What follows belongs to an exercise in optimizing a design on an open flow for a short achievable clock period and few clock cycles per item; a production flow would make more cautious choices.
Where RTL was checked, it was by simulation tests only, not by an equivalence proof against the original.
No activity file was given, so power comes from the tool's default toggle rates.

==> run D: inputs <==
// dma_ahb_s4ch4
module dma_ahb_s4ch4 (
    input  logic                       i_hclk,
    input  logic                       i_rst_n,
    input  logic                       i_s_hsel,
    input  logic [dma_pkg::DATA_W-1:0] i_s_haddr,
    input  logic                       i_s_hwrite,
    input  logic [1:0]                 i_s_htrans,
    input  logic                       i_s_hready,
    input  logic [dma_pkg::DATA_W-1:0] i_s_hwdata,
    output logic                       o_s_hreadyout,
    output logic                       o_s_hresp,
    output logic [dma_pkg::DATA_W-1:0] o_s_hrdata,
    output logic [dma_pkg::DATA_W-1:0] o_m_haddr,
    output logic                       o_m_hwrite,
    output logic [1:0]                 o_m_htrans,
    output logic [2:0]                 o_m_hsize,
    output logic [dma_pkg::DATA_W-1:0] o_m_hwdata,
    input  logic                       i_m_hready,
    input  logic                       i_m_hresp,
    input  logic [dma_pkg::DATA_W-1:0] i_m_hrdata,
    input  logic [dma_pkg::NUM_STREAMS*dma_pkg::REQ_LINES-1:0] i_req,
    output logic [dma_pkg::NUM_STREAMS-1:0] o_interrupt
);
export LEC_CHECK = 0
export ABC_CLOCK_PERIOD_IN_PS = 2500
export CAP_MARGIN = 20
export CORE_MARGIN = 2
export CORE_UTILIZATION = 50
export PLACE_DENSITY = 0.65
export SETUP_SLACK_MARGIN = 5
export SLEW_MARGIN = 20
export TNS_END_PERCENT = 100
create_clock -name core_clock -period 7.5 [get_ports {i_hclk}]
run.sh (not shown) runs the stock make flow with config.mk's settings and CLKGATE_MAP_FILE= SYNTH_SCRIPT=/design/flow/synth_recipe.tcl, a recipe that flattens the netlist after the stock synthesis.
==> inputs of run R, as changes to run D <==
--- a/flow/design.v
+++ b/flow/design.v
@@ -72,15 +72,15 @@
 logic [NS-1:0][DW-1:0]   mar;
 logic [2*NS-1:0]         isr;
 logic [NS-1:0]           irq_q;
 logic [NS-1:0]           wpre_q;    
 logic [NS-1:0]           fail_q;    
 logic [NS-1:0]           fail_q2;   
 logic [NR-1:0]           wsel;      
-logic                    dph_rd;    
+logic [NR-1:0]           rsel;      
 logic [DW-1:0]           rdata_q;
 logic                    a_act;
 logic                    a_wr;
 logic                    a_last;
 logic [1:0]              a_strm;
 logic [DW-1:0]           haddr_q;
 logic                    d_act;
@@ -108,18 +108,18 @@
 logic [3:0]              cur_line;  
 logic                    wbc;       
 logic av;
 assign av = i_s_hsel && i_s_hready && i_s_htrans[1];
 always_ff @(posedge i_hclk or negedge i_rst_n) begin
     if (!i_rst_n) begin
         wsel <= '0;
-        dph_rd <= 1'b0;
+        rsel <= '0;
     end else if (i_s_hready) begin
         wsel <= (av && i_s_hwrite) ? slot_of(i_s_haddr[7:0]) : '0;
-        dph_rd <= av && !i_s_hwrite;
+        rsel <= (av && !i_s_hwrite) ? slot_of(i_s_haddr[7:0]) : '0;
     end
 end
 logic           wr_isr;
 logic [NS-1:0]  wr_cr;
 logic [NS-1:0]  wr_ndtr;
 logic [NS-1:0]  wr_par;
 logic [NS-1:0]  wr_mar;
@@ -238,14 +238,15 @@
         fail_q2 <= fail_q;
     end
 end
 assign o_interrupt = irq_q;
 logic [NR-1:0][DW-1:0] rval;
 logic [NS-1:0][DW-1:0] grp;
 logic [DW-1:0]         rmux1;
+logic [DW-1:0]         rmux0;
 always_comb begin
     for (int s = 0; s < NS; s++) begin
         rval[4*s]   = DW'(wr_cr[s]   ? i_s_hwdata[CW-1:0] : cr[s]);
         rval[4*s+1] = DW'(wr_ndtr[s] ? i_s_hwdata[NW-1:0] : ndtr[s]);
         rval[4*s+2] = wr_par[s] ? i_s_hwdata : par[s];
         rval[4*s+3] = wr_mar[s] ? i_s_hwdata : mar[s];
     end
@@ -257,20 +258,24 @@
     if (i_s_hsel && i_s_htrans[1] && !i_s_hwrite) begin
         if (i_s_haddr[7:0] == dma_pkg::REG_ISR) begin
             rmux1 = rval[NR-1];
         end else if (i_s_haddr[7:6] == 2'b00 && i_s_haddr[1:0] == 2'b00) begin
             rmux1 = grp[i_s_haddr[5:4]];
         end
     end
+    rmux0 = '0;
+    for (int i = 0; i < NR; i++) begin
+        rmux0 = rmux0 | (rsel[i] ? rval[i] : '0);
+    end
 end
 always_ff @(posedge i_hclk or negedge i_rst_n) begin
     if (!i_rst_n) begin
         rdata_q <= '0;
     end else begin
-        rdata_q <= i_s_hready ? rmux1 : (dph_rd ? rdata_q : '0);
+        rdata_q <= i_s_hready ? rmux1 : rmux0;
     end
 end
 assign o_s_hreadyout = 1'b1;
 assign o_s_hresp     = 1'b0;
 assign o_s_hrdata    = rdata_q;
 logic [NS-1:0][NS-1:0] hp;
 logic [NS-1:0]         pre;
==> inputs of run X, as changes to run D <==
--- a/flow/design.v
+++ b/flow/design.v
@@ -87,14 +87,15 @@
 logic                    d_wr;
 logic                    d_last;
 logic [NS-1:0]           d_oh;      
 logic [NS-1:0]           dw_oh;     
 logic [DW-1:0]           hwdata_q;
 logic                    cur_v;
 logic [1:0]              cur;
+logic [NS-1:0]           cur_oh;    
 logic [DW-1:0]           rd_ptr;    
 logic [DW-1:0]           wr_ptr;    
 logic [NW-1:0]           rem;       
 logic                    more;      
 logic                    sinc;
 logic                    dinc;
 logic                    rinc_p;    
@@ -147,23 +148,54 @@
 logic [NW-1:0] ndtr_dn;
 logic [NW-1:0] ndtr_bk;
 logic [DW-1:0] par_up;
 logic [DW-1:0] par_bk;
 logic [DW-1:0] mar_up;
 logic [DW-1:0] mar_bk;
 logic          ndtr_one;
+logic [NW-1:0] ndtr_dn_n;
+logic [DW-1:0] par_up_n;
+logic [DW-1:0] mar_up_n;
+logic          ndtr_one_n;
+logic [NW-1:0] ndtr_c;
+logic [DW-1:0] par_c;
+logic [DW-1:0] mar_c;
+always_comb begin
+    ndtr_dn_n  = '0;
+    par_up_n   = '0;
+    mar_up_n   = '0;
+    ndtr_one_n = 1'b0;
+    ndtr_c     = '0;
+    par_c      = '0;
+    mar_c      = '0;
+    for (int s = 0; s < NS; s++) begin
+        logic [NW-1:0] nd;
+        logic [DW-1:0] pu;
+        logic [DW-1:0] mu;
+        nd = ndtr[s] - 1'b1;
+        pu = par[s] + DW'(4);
+        mu = mar[s] + DW'(4);
+        ndtr_dn_n  = ndtr_dn_n | (cur_oh[s] ? nd : '0);
+        par_up_n   = par_up_n | (cur_oh[s] ? pu : '0);
+        mar_up_n   = mar_up_n | (cur_oh[s] ? mu : '0);
+        ndtr_one_n = ndtr_one_n | (cur_oh[s] && ndtr[s] == NW'(1));
+        ndtr_c     = ndtr_c | (cur_oh[s] ? ndtr[s] : '0);
+        par_c      = par_c | (cur_oh[s] ? par[s] : '0);
+        mar_c      = mar_c | (cur_oh[s] ? mar[s] : '0);
+    end
+end
 always_ff @(posedge i_hclk) begin
-    ndtr_dn  <= ndtr[cur] - 1'b1;
-    par_up   <= par[cur] + DW'(4);
-    mar_up   <= mar[cur] + DW'(4);
-    ndtr_one <= ndtr[cur] == NW'(1);
+    ndtr_dn  <= ndtr_dn_n;
+    par_up   <= par_up_n;
+    mar_up   <= mar_up_n;
+    ndtr_one <= ndtr_one_n;
     if (|wpre_q) begin
-        ndtr_bk <= ndtr[cur];
-        par_bk  <= par[cur];
-        mar_bk  <= mar[cur];
+        ndtr_bk <= ndtr_c;
+        par_bk  <= par_c;
+        mar_bk  <= mar_c;
     end
 end
 logic [NS-1:0][CW-1:0] cr_d;
 logic [NS-1:0][NW-1:0] ndtr_d;
 logic [NS-1:0][DW-1:0] par_d;
 logic [NS-1:0][DW-1:0] mar_d;
 logic [2*NS-1:0]       isr_d;
@@ -258,20 +290,16 @@
         if (i_s_haddr[7:0] == dma_pkg::REG_ISR) begin
             rmux1 = rval[NR-1];
         end else if (i_s_haddr[7:6] == 2'b00 && i_s_haddr[1:0] == 2'b00) begin
             rmux1 = grp[i_s_haddr[5:4]];
         end
     end
 end
-always_ff @(posedge i_hclk or negedge i_rst_n) begin
-    if (!i_rst_n) begin
-        rdata_q <= '0;
-    end else begin
-        rdata_q <= i_s_hready ? rmux1 : (dph_rd ? rdata_q : '0);
-    end
+always_ff @(posedge i_hclk) begin
+    rdata_q <= (i_s_hready ? rmux1 : '0) | (rdata_q & {DW{!i_s_hready && dph_rd}});
 end
 assign o_s_hreadyout = 1'b1;
 assign o_s_hresp     = 1'b0;
 assign o_s_hrdata    = rdata_q;
 logic [NS-1:0][NS-1:0] hp;
 logic [NS-1:0]         pre;
 logic [NS-1:0]         rs;
@@ -295,15 +323,15 @@
             end
             act[a] <= cr_d[a][dma_pkg::CR_EN] && (ndtr_d[a] != '0);
         end
     end
 end
 always_comb begin
     for (int s = 0; s < NS; s++) begin
-        pre[s]    = act[s] && !(cur_v && cur == 2'(s));
+        pre[s]    = act[s] && !(cur_v && cur_oh[s]);
         rs[s]     = i_req[s*dma_pkg::REQ_LINES + cr[s][dma_pkg::CR_CHSEL +: dma_pkg::CHSEL_W]];
         el[s]     = pre[s] && rs[s];
         hp_cur[s] = hp[s][cur];
     end
     for (int s = 0; s < NS; s++) begin
         w[s] = el[s];
         p[s] = pre[s];
@@ -313,40 +341,50 @@
             end
             if (pre[t] && hp[t][s]) begin
                 p[s] = 1'b0;
             end
         end
     end
 end
-logic [NS-1:0] win_n;
-assign win_n = (|el) ? w : p;
+logic [NS-1:0] w_oh;
+logic          w_any;
+logic [NS-1:0] p_oh;
+logic          p_any;
+logic [3:0]    p_line;
 always_ff @(posedge i_hclk or negedge i_rst_n) begin
     if (!i_rst_n) begin
-        win_v    <= 1'b0;
-        win_req  <= 1'b0;
-        win_oh   <= '0;
-        win_id   <= '0;
-        win_line <= '0;
-        rq_cur   <= 1'b0;
-        wbc      <= 1'b0;
+        w_oh   <= '0;
+        w_any  <= 1'b0;
+        p_oh   <= '0;
+        p_any  <= 1'b0;
+        p_line <= '0;
+        rq_cur <= 1'b0;
+        wbc    <= 1'b0;
     end else begin
-        win_v    <= |pre;
-        win_req  <= |el;
-        win_oh   <= win_n;
-        win_id   <= {win_n[3] | win_n[2], win_n[3] | win_n[1]};
-        win_line <= '0;
+        w_oh   <= w;
+        w_any  <= |el;
+        p_oh   <= p;
+        p_any  <= |pre;
+        p_line <= '0;
         for (int s = 0; s < NS; s++) begin
-            if (win_n[s]) begin
-                win_line <= {2'(s), cr[s][dma_pkg::CR_CHSEL +: dma_pkg::CHSEL_W]};
+            if (p[s]) begin
+                p_line <= {2'(s), cr[s][dma_pkg::CR_CHSEL +: dma_pkg::CHSEL_W]};
             end
         end
-        rq_cur   <= i_req[cur_line];
-        wbc      <= |(w & hp_cur);
+        rq_cur <= i_req[cur_line];
+        wbc    <= |(w & hp_cur);
     end
 end
+always_comb begin
+    win_v   = p_any;
+    win_req = w_any;
+    win_oh  = w_any ? w_oh : p_oh;
+    win_id  = {win_oh[3] | win_oh[2], win_oh[3] | win_oh[1]};
+    win_line = {win_id, cr[win_id][dma_pkg::CR_CHSEL +: dma_pkg::CHSEL_W]};
+end
 logic [DW-1:0] nx_src;
 logic [DW-1:0] nx_dst;
 logic [NW-1:0] nx_cnt;
 logic          nx_sinc;
 logic          nx_dinc;
 always_comb begin
     nx_src  = '0;
@@ -381,15 +419,15 @@
 logic do_cont;
 logic do_load;    
 logic do_start;
 logic [DW-1:0] nra;      
 assign a_isr    = a_act && !a_wr;
 assign more_now = rinc_p ? (rem != NW'(1)) : more;
 assign cont_ok  = cur_v && more && rq_cur && !wbc;
-assign go       = win_req || i_req[win_line];
+assign go       = win_req || i_req[p_line];
 assign c1 = !a_isr && cont_ok;
 assign s1 = !a_isr && !cont_ok && win_v && (win_req || !cur_v) && !(a_act && a_wr);
 assign c0 = !a_act && cont_ok;
 assign s0 = !a_act && !cont_ok && win_v && (win_req || !cur_v) && !(d_act && d_wr);
 assign do_w     = hrdy && a_isr;
 assign do_cont  = hrdy ? c1 : c0;
 assign do_load  = hrdy ? s1 : s0;
@@ -404,14 +442,15 @@
         d_act  <= 1'b0;
         d_wr   <= 1'b0;
         d_last <= 1'b0;
         d_oh   <= '0;
         dw_oh  <= '0;
         cur_v  <= 1'b0;
         cur    <= '0;
+        cur_oh <= '0;
         cur_line <= '0;
         rinc_p <= 1'b0;
         winc_p <= 1'b0;
         wpre_q <= '0;
     end else begin
         if (herr) begin
             a_act <= 1'b0;
@@ -440,22 +479,23 @@
         if (herr) begin
             if (hrdy) begin
                 cur_v <= 1'b0;
             end
         end else if (do_start) begin
             cur_v    <= 1'b1;
             cur      <= win_id;
+            cur_oh   <= win_oh;
             cur_line <= win_line;
         end else if (hrdy && d_act && d_wr && d_last) begin
             cur_v <= 1'b0;
         end
         rinc_p <= do_start || do_cont;
         winc_p <= do_w;
         for (int s = 0; s < NS; s++) begin
-            wpre_q[s] <= do_w && cur == 2'(s);
+            wpre_q[s] <= do_w && cur_oh[s];
         end
     end
 end
 always_ff @(posedge i_hclk) begin
     if (hrdy) begin
         haddr_q <= a_isr ? wr_ptr : nra;
     end else if (!a_act) begin
==> inputs of run F, as changes to run D <==
--- a/flow/design.v
+++ b/flow/design.v
@@ -72,15 +72,15 @@
 logic [NS-1:0][DW-1:0]   mar;
 logic [2*NS-1:0]         isr;
 logic [NS-1:0]           irq_q;
 logic [NS-1:0]           wpre_q;    
 logic [NS-1:0]           fail_q;    
 logic [NS-1:0]           fail_q2;   
 logic [NR-1:0]           wsel;      
-logic                    dph_rd;    
+logic [NR-1:0]           rsel;      
 logic [DW-1:0]           rdata_q;
 logic                    a_act;
 logic                    a_wr;
 logic                    a_last;
 logic [1:0]              a_strm;
 logic [DW-1:0]           haddr_q;
 logic                    d_act;
@@ -101,25 +101,24 @@
 logic                    winc_p;    
 logic                    win_v;     
 logic                    win_req;   
 logic [NS-1:0]           win_oh;
 logic [1:0]              win_id;
 logic [3:0]              win_line;  
 logic                    rq_cur;    
-logic [3:0]              cur_line;  
 logic                    wbc;       
 logic av;
 assign av = i_s_hsel && i_s_hready && i_s_htrans[1];
 always_ff @(posedge i_hclk or negedge i_rst_n) begin
     if (!i_rst_n) begin
         wsel <= '0;
-        dph_rd <= 1'b0;
+        rsel <= '0;
     end else if (i_s_hready) begin
         wsel <= (av && i_s_hwrite) ? slot_of(i_s_haddr[7:0]) : '0;
-        dph_rd <= av && !i_s_hwrite;
+        rsel <= (av && !i_s_hwrite) ? slot_of(i_s_haddr[7:0]) : '0;
     end
 end
 logic           wr_isr;
 logic [NS-1:0]  wr_cr;
 logic [NS-1:0]  wr_ndtr;
 logic [NS-1:0]  wr_par;
 logic [NS-1:0]  wr_mar;
@@ -140,32 +139,14 @@
 logic [NS-1:0] xfail;   
 always_comb begin
     for (int s = 0; s < NS; s++) begin
         wfin[s]  = hrdy && !i_m_hresp && dw_oh[s] && d_last;
         xfail[s] = hrdy && i_m_hresp && d_oh[s];
     end
 end
-logic [NW-1:0] ndtr_dn;
-logic [NW-1:0] ndtr_bk;
-logic [DW-1:0] par_up;
-logic [DW-1:0] par_bk;
-logic [DW-1:0] mar_up;
-logic [DW-1:0] mar_bk;
-logic          ndtr_one;
-always_ff @(posedge i_hclk) begin
-    ndtr_dn  <= ndtr[cur] - 1'b1;
-    par_up   <= par[cur] + DW'(4);
-    mar_up   <= mar[cur] + DW'(4);
-    ndtr_one <= ndtr[cur] == NW'(1);
-    if (|wpre_q) begin
-        ndtr_bk <= ndtr[cur];
-        par_bk  <= par[cur];
-        mar_bk  <= mar[cur];
-    end
-end
 logic [NS-1:0][CW-1:0] cr_d;
 logic [NS-1:0][NW-1:0] ndtr_d;
 logic [NS-1:0][DW-1:0] par_d;
 logic [NS-1:0][DW-1:0] mar_d;
 logic [2*NS-1:0]       isr_d;
 logic [NS-1:0]         irq_d;
 always_comb begin
@@ -177,24 +158,24 @@
         pinc = cr[s][dma_pkg::CR_PINC];
         minc = cr[s][dma_pkg::CR_MINC];
         ndtr_d[s] = ndtr[s];
         par_d[s]  = par[s];
         mar_d[s]  = mar[s];
         cr_d[s]   = cr[s];
         if (wpre_q[s]) begin
-            ndtr_d[s] = ndtr_dn;
-            par_d[s]  = pinc ? par_up : par[s];
-            mar_d[s]  = minc ? mar_up : mar[s];
-            if (ndtr_one) begin
+            ndtr_d[s] = ndtr[s] - 1'b1;
+            par_d[s]  = pinc ? par[s] + DW'(4) : par[s];
+            mar_d[s]  = minc ? mar[s] + DW'(4) : mar[s];
+            if (ndtr[s] == NW'(1)) begin
                 cr_d[s][dma_pkg::CR_EN] = 1'b0;
             end
         end else if (fail_q[s]) begin
-            ndtr_d[s] = ndtr_bk;
-            par_d[s]  = pinc ? par_bk : par[s];
-            mar_d[s]  = minc ? mar_bk : mar[s];
+            ndtr_d[s] = ndtr[s] + 1'b1;
+            par_d[s]  = pinc ? par[s] - DW'(4) : par[s];
+            mar_d[s]  = minc ? mar[s] - DW'(4) : mar[s];
         end
         if (xfail[s]) begin
             cr_d[s][dma_pkg::CR_EN] = 1'b0;
         end
         if (wr_cr[s]) begin
             cr_d[s] = i_s_hwdata[CW-1:0];
         end
@@ -236,74 +217,62 @@
         irq_q   <= irq_d;
         fail_q  <= xfail;
         fail_q2 <= fail_q;
     end
 end
 assign o_interrupt = irq_q;
 logic [NR-1:0][DW-1:0] rval;
-logic [NS-1:0][DW-1:0] grp;
+logic [NR-1:0]         rsel1;
 logic [DW-1:0]         rmux1;
+logic [DW-1:0]         rmux0;
 always_comb begin
     for (int s = 0; s < NS; s++) begin
         rval[4*s]   = DW'(wr_cr[s]   ? i_s_hwdata[CW-1:0] : cr[s]);
         rval[4*s+1] = DW'(wr_ndtr[s] ? i_s_hwdata[NW-1:0] : ndtr[s]);
         rval[4*s+2] = wr_par[s] ? i_s_hwdata : par[s];
         rval[4*s+3] = wr_mar[s] ? i_s_hwdata : mar[s];
     end
     rval[NR-1] = DW'(isr_d);
-    for (int s = 0; s < NS; s++) begin
-        grp[s] = rval[{2'(s), i_s_haddr[3:2]}];
-    end
+    rsel1 = (i_s_hsel && i_s_htrans[1] && !i_s_hwrite) ? slot_of(i_s_haddr[7:0]) : '0;
     rmux1 = '0;
-    if (i_s_hsel && i_s_htrans[1] && !i_s_hwrite) begin
-        if (i_s_haddr[7:0] == dma_pkg::REG_ISR) begin
-            rmux1 = rval[NR-1];
-        end else if (i_s_haddr[7:6] == 2'b00 && i_s_haddr[1:0] == 2'b00) begin
-            rmux1 = grp[i_s_haddr[5:4]];
-        end
+    rmux0 = '0;
+    for (int i = 0; i < NR; i++) begin
+        rmux1 = rmux1 | (rsel1[i] ? rval[i] : '0);
+        rmux0 = rmux0 | (rsel[i] ? rval[i] : '0);
     end
 end
 always_ff @(posedge i_hclk or negedge i_rst_n) begin
     if (!i_rst_n) begin
         rdata_q <= '0;
     end else begin
-        rdata_q <= i_s_hready ? rmux1 : (dph_rd ? rdata_q : '0);
+        rdata_q <= i_s_hready ? rmux1 : rmux0;
     end
 end
 assign o_s_hreadyout = 1'b1;
 assign o_s_hresp     = 1'b0;
 assign o_s_hrdata    = rdata_q;
 logic [NS-1:0][NS-1:0] hp;
 logic [NS-1:0]         pre;
 logic [NS-1:0]         rs;
 logic [NS-1:0]         el;
 logic [NS-1:0]         w;       
 logic [NS-1:0]         p;       
 logic [NS-1:0]         hp_cur;
-logic [NS-1:0]         act;     
-always_ff @(posedge i_hclk or negedge i_rst_n) begin
-    if (!i_rst_n) begin
-        hp  <= '0;
-        act <= '0;
-    end else begin
-        for (int a = 0; a < NS; a++) begin
-            for (int b = 0; b < NS; b++) begin
-                logic [1:0] pa;
-                logic [1:0] pb;
-                pa = cr_d[a][dma_pkg::CR_PL +: dma_pkg::PL_W];
-                pb = cr_d[b][dma_pkg::CR_PL +: dma_pkg::PL_W];
-                hp[a][b] <= (a != b) && ((pa > pb) || (pa == pb && a < b));
-            end
-            act[a] <= cr_d[a][dma_pkg::CR_EN] && (ndtr_d[a] != '0);
+always_comb begin
+    for (int a = 0; a < NS; a++) begin
+        for (int b = 0; b < NS; b++) begin
+            logic [1:0] pa;
+            logic [1:0] pb;
+            pa = cr[a][dma_pkg::CR_PL +: dma_pkg::PL_W];
+            pb = cr[b][dma_pkg::CR_PL +: dma_pkg::PL_W];
+            hp[a][b] = (a != b) && ((pa > pb) || (pa == pb && a < b));
         end
     end
-end
-always_comb begin
     for (int s = 0; s < NS; s++) begin
-        pre[s]    = act[s] && !(cur_v && cur == 2'(s));
+        pre[s]    = cr[s][dma_pkg::CR_EN] && (ndtr[s] != '0) && !(cur_v && cur == 2'(s));
         rs[s]     = i_req[s*dma_pkg::REQ_LINES + cr[s][dma_pkg::CR_CHSEL +: dma_pkg::CHSEL_W]];
         el[s]     = pre[s] && rs[s];
         hp_cur[s] = hp[s][cur];
     end
     for (int s = 0; s < NS; s++) begin
         w[s] = el[s];
         p[s] = pre[s];
@@ -335,15 +304,15 @@
         win_id   <= {win_n[3] | win_n[2], win_n[3] | win_n[1]};
         win_line <= '0;
         for (int s = 0; s < NS; s++) begin
             if (win_n[s]) begin
                 win_line <= {2'(s), cr[s][dma_pkg::CR_CHSEL +: dma_pkg::CHSEL_W]};
             end
         end
-        rq_cur   <= i_req[cur_line];
+        rq_cur   <= rs[cur];
         wbc      <= |(w & hp_cur);
     end
 end
 logic [DW-1:0] nx_src;
 logic [DW-1:0] nx_dst;
 logic [NW-1:0] nx_cnt;
 logic          nx_sinc;
@@ -404,15 +373,14 @@
         d_act  <= 1'b0;
         d_wr   <= 1'b0;
         d_last <= 1'b0;
         d_oh   <= '0;
         dw_oh  <= '0;
         cur_v  <= 1'b0;
         cur    <= '0;
-        cur_line <= '0;
         rinc_p <= 1'b0;
         winc_p <= 1'b0;
         wpre_q <= '0;
     end else begin
         if (herr) begin
             a_act <= 1'b0;
         end else if (hrdy) begin
@@ -438,17 +406,16 @@
             end
         end
         if (herr) begin
             if (hrdy) begin
                 cur_v <= 1'b0;
             end
         end else if (do_start) begin
-            cur_v    <= 1'b1;
-            cur      <= win_id;
-            cur_line <= win_line;
+            cur_v <= 1'b1;
+            cur   <= win_id;
         end else if (hrdy && d_act && d_wr && d_last) begin
             cur_v <= 1'b0;
         end
         rinc_p <= do_start || do_cont;
         winc_p <= do_w;
         for (int s = 0; s < NS; s++) begin
             wpre_q[s] <= do_w && cur == 2'(s);
@@ -465,24 +432,20 @@
         rd_ptr <= nx_src;
         wr_ptr <= nx_dst;
         rem    <= nx_cnt;
         sinc   <= nx_sinc;
         dinc   <= nx_dinc;
     end else begin
         if (rinc_p) begin
-            if (sinc) begin
-                rd_ptr <= rd_ptr + DW'(4);
-            end
+            rd_ptr <= rd_ptr + (sinc ? DW'(4) : DW'(0));
             rem    <= rem - 1'b1;
             more   <= rem != NW'(1);
         end
         if (winc_p) begin
-            if (dinc) begin
-                wr_ptr <= wr_ptr + DW'(4);
-            end
+            wr_ptr <= wr_ptr + (dinc ? DW'(4) : DW'(0));
         end
     end
     if (d_act && !d_wr) begin
         hwdata_q <= i_m_hrdata;
     end
 end
 assign o_m_haddr  = haddr_q;
- CORE_UTILIZATION: 50 -> 40
- PLACE_DENSITY: 0.65 -> 0.6
==> comparison table <==
Run status: run R complete, no violations; run D complete, no violations; run X complete, no violations; run F complete, no violations
CP Data Arrival Time: run R 3620 ps; run D 3470 ps; run X 1270 ps; run F 4360 ps
Number of placed cells counting well taps: run R 7,197; run D 6,202; run X 7,647; run F 8,014
Routed Wire Length: run R 272,400 um; run D 218,300 um; run X 267,100 um; run F 297,300 um
Internal Power: run R 15.31 mW; run D 14.89 mW; run X 13.13 mW; run F 14.65 mW
Post-DP HPWL: run R 157,000 um; run D 116,000 um; run X 160,600 um; run F 194,900 um
Mean instance size in the synthesized netlist: run R 8.851 um^2; run D 9.532 um^2; run X 8.562 um^2; run F 8.175 um^2
Sequential share of power: run R 35.6%; run D 35.3%; run X 35.3%; run F 23.1%
Final core utilization: run R 62.97%; run D 62.75%; run X 60.03%; run F 56.53%
Stages on the worst setup path: run R 7; run D 11; run X 1; run F 17
Worst clock skew: run R 34.47 ps; run D 34.15 ps; run X 37.63 ps; run F 40.97 ps
Storage element area: run R 21,130 um^2; run D 20,720 um^2; run X 20,860 um^2; run F 16,620 um^2
Number of instances in the synthesized netlist: run R 6,036; run D 5,086; run X 6,575; run F 6,392
Sequential element share of the synthesized area: run R 39.36%; run D 42.54%; run X 36.62%; run F 31.63%
Chip width: run R 330.9 um; run D 315.4 um; run X 339.6 um; run F 365.4 um
Share of Yosys cell area claimed by the top area cell type: run R 23.56%; run D 25.14%; run X 20.49%; run F 23.18%
Diodes inserted: run R 15; run D 8; run X 7; run F 5
Testbench counts of run D, summed over its fixed seeds: cycles 46,926, words 14,473.
Testbench counts of run X, summed over its fixed seeds: cycles 46,926, words 14,473.
For run R and run F, only the layout was checked, not whether the RTL still works.

what the ideal ports hide:
In the flow no input, the clock included, has a driving cell. The finished layouts below were timed again as built, in two steps.
Step 1, drivers: a clkbuf_16 drives i_hclk and a buf_2 each remaining input, both assumed.
Step 2 times the ports against the registers' clock, not the clock port: input delays grow and output delays shrink by t, the midpoint of the rising clock arrivals with the driver on.
Three values: ideal, step 1, step 2; two values: the first two.
run | shift t [ns] | setup WS [ns] | hold WS [ns] | slew at the worst register clock pin (ns) | worst data-port slew with drivers (ns)
run D | 0.766 | 4.599 / 4.580 / 3.813 | 0.479 / 0.479 / 0.479 | 0.07 / 0.07 | 0.48
run R | 0.804 | 4.476 / 4.513 / 3.708 | 0.494 / 0.494 / 0.494 | 0.07 / 0.07 | 0.38
run X | 0.802 | 4.730 / 4.465 / 3.662 | 0.460 / 0.460 / 0.460 | 0.07 / 0.07 | 0.54
run F | 0.811 | 3.790 / 3.790 / 3.732 | 0.473 / 0.473 / 0.473 | 0.07 / 0.07 | 0.12
After both steps setup and hold are still met in every run listed. The setup slack of run X, which loses most, moves by -0.265 ns with the drivers and by -1.068 ns with both steps.
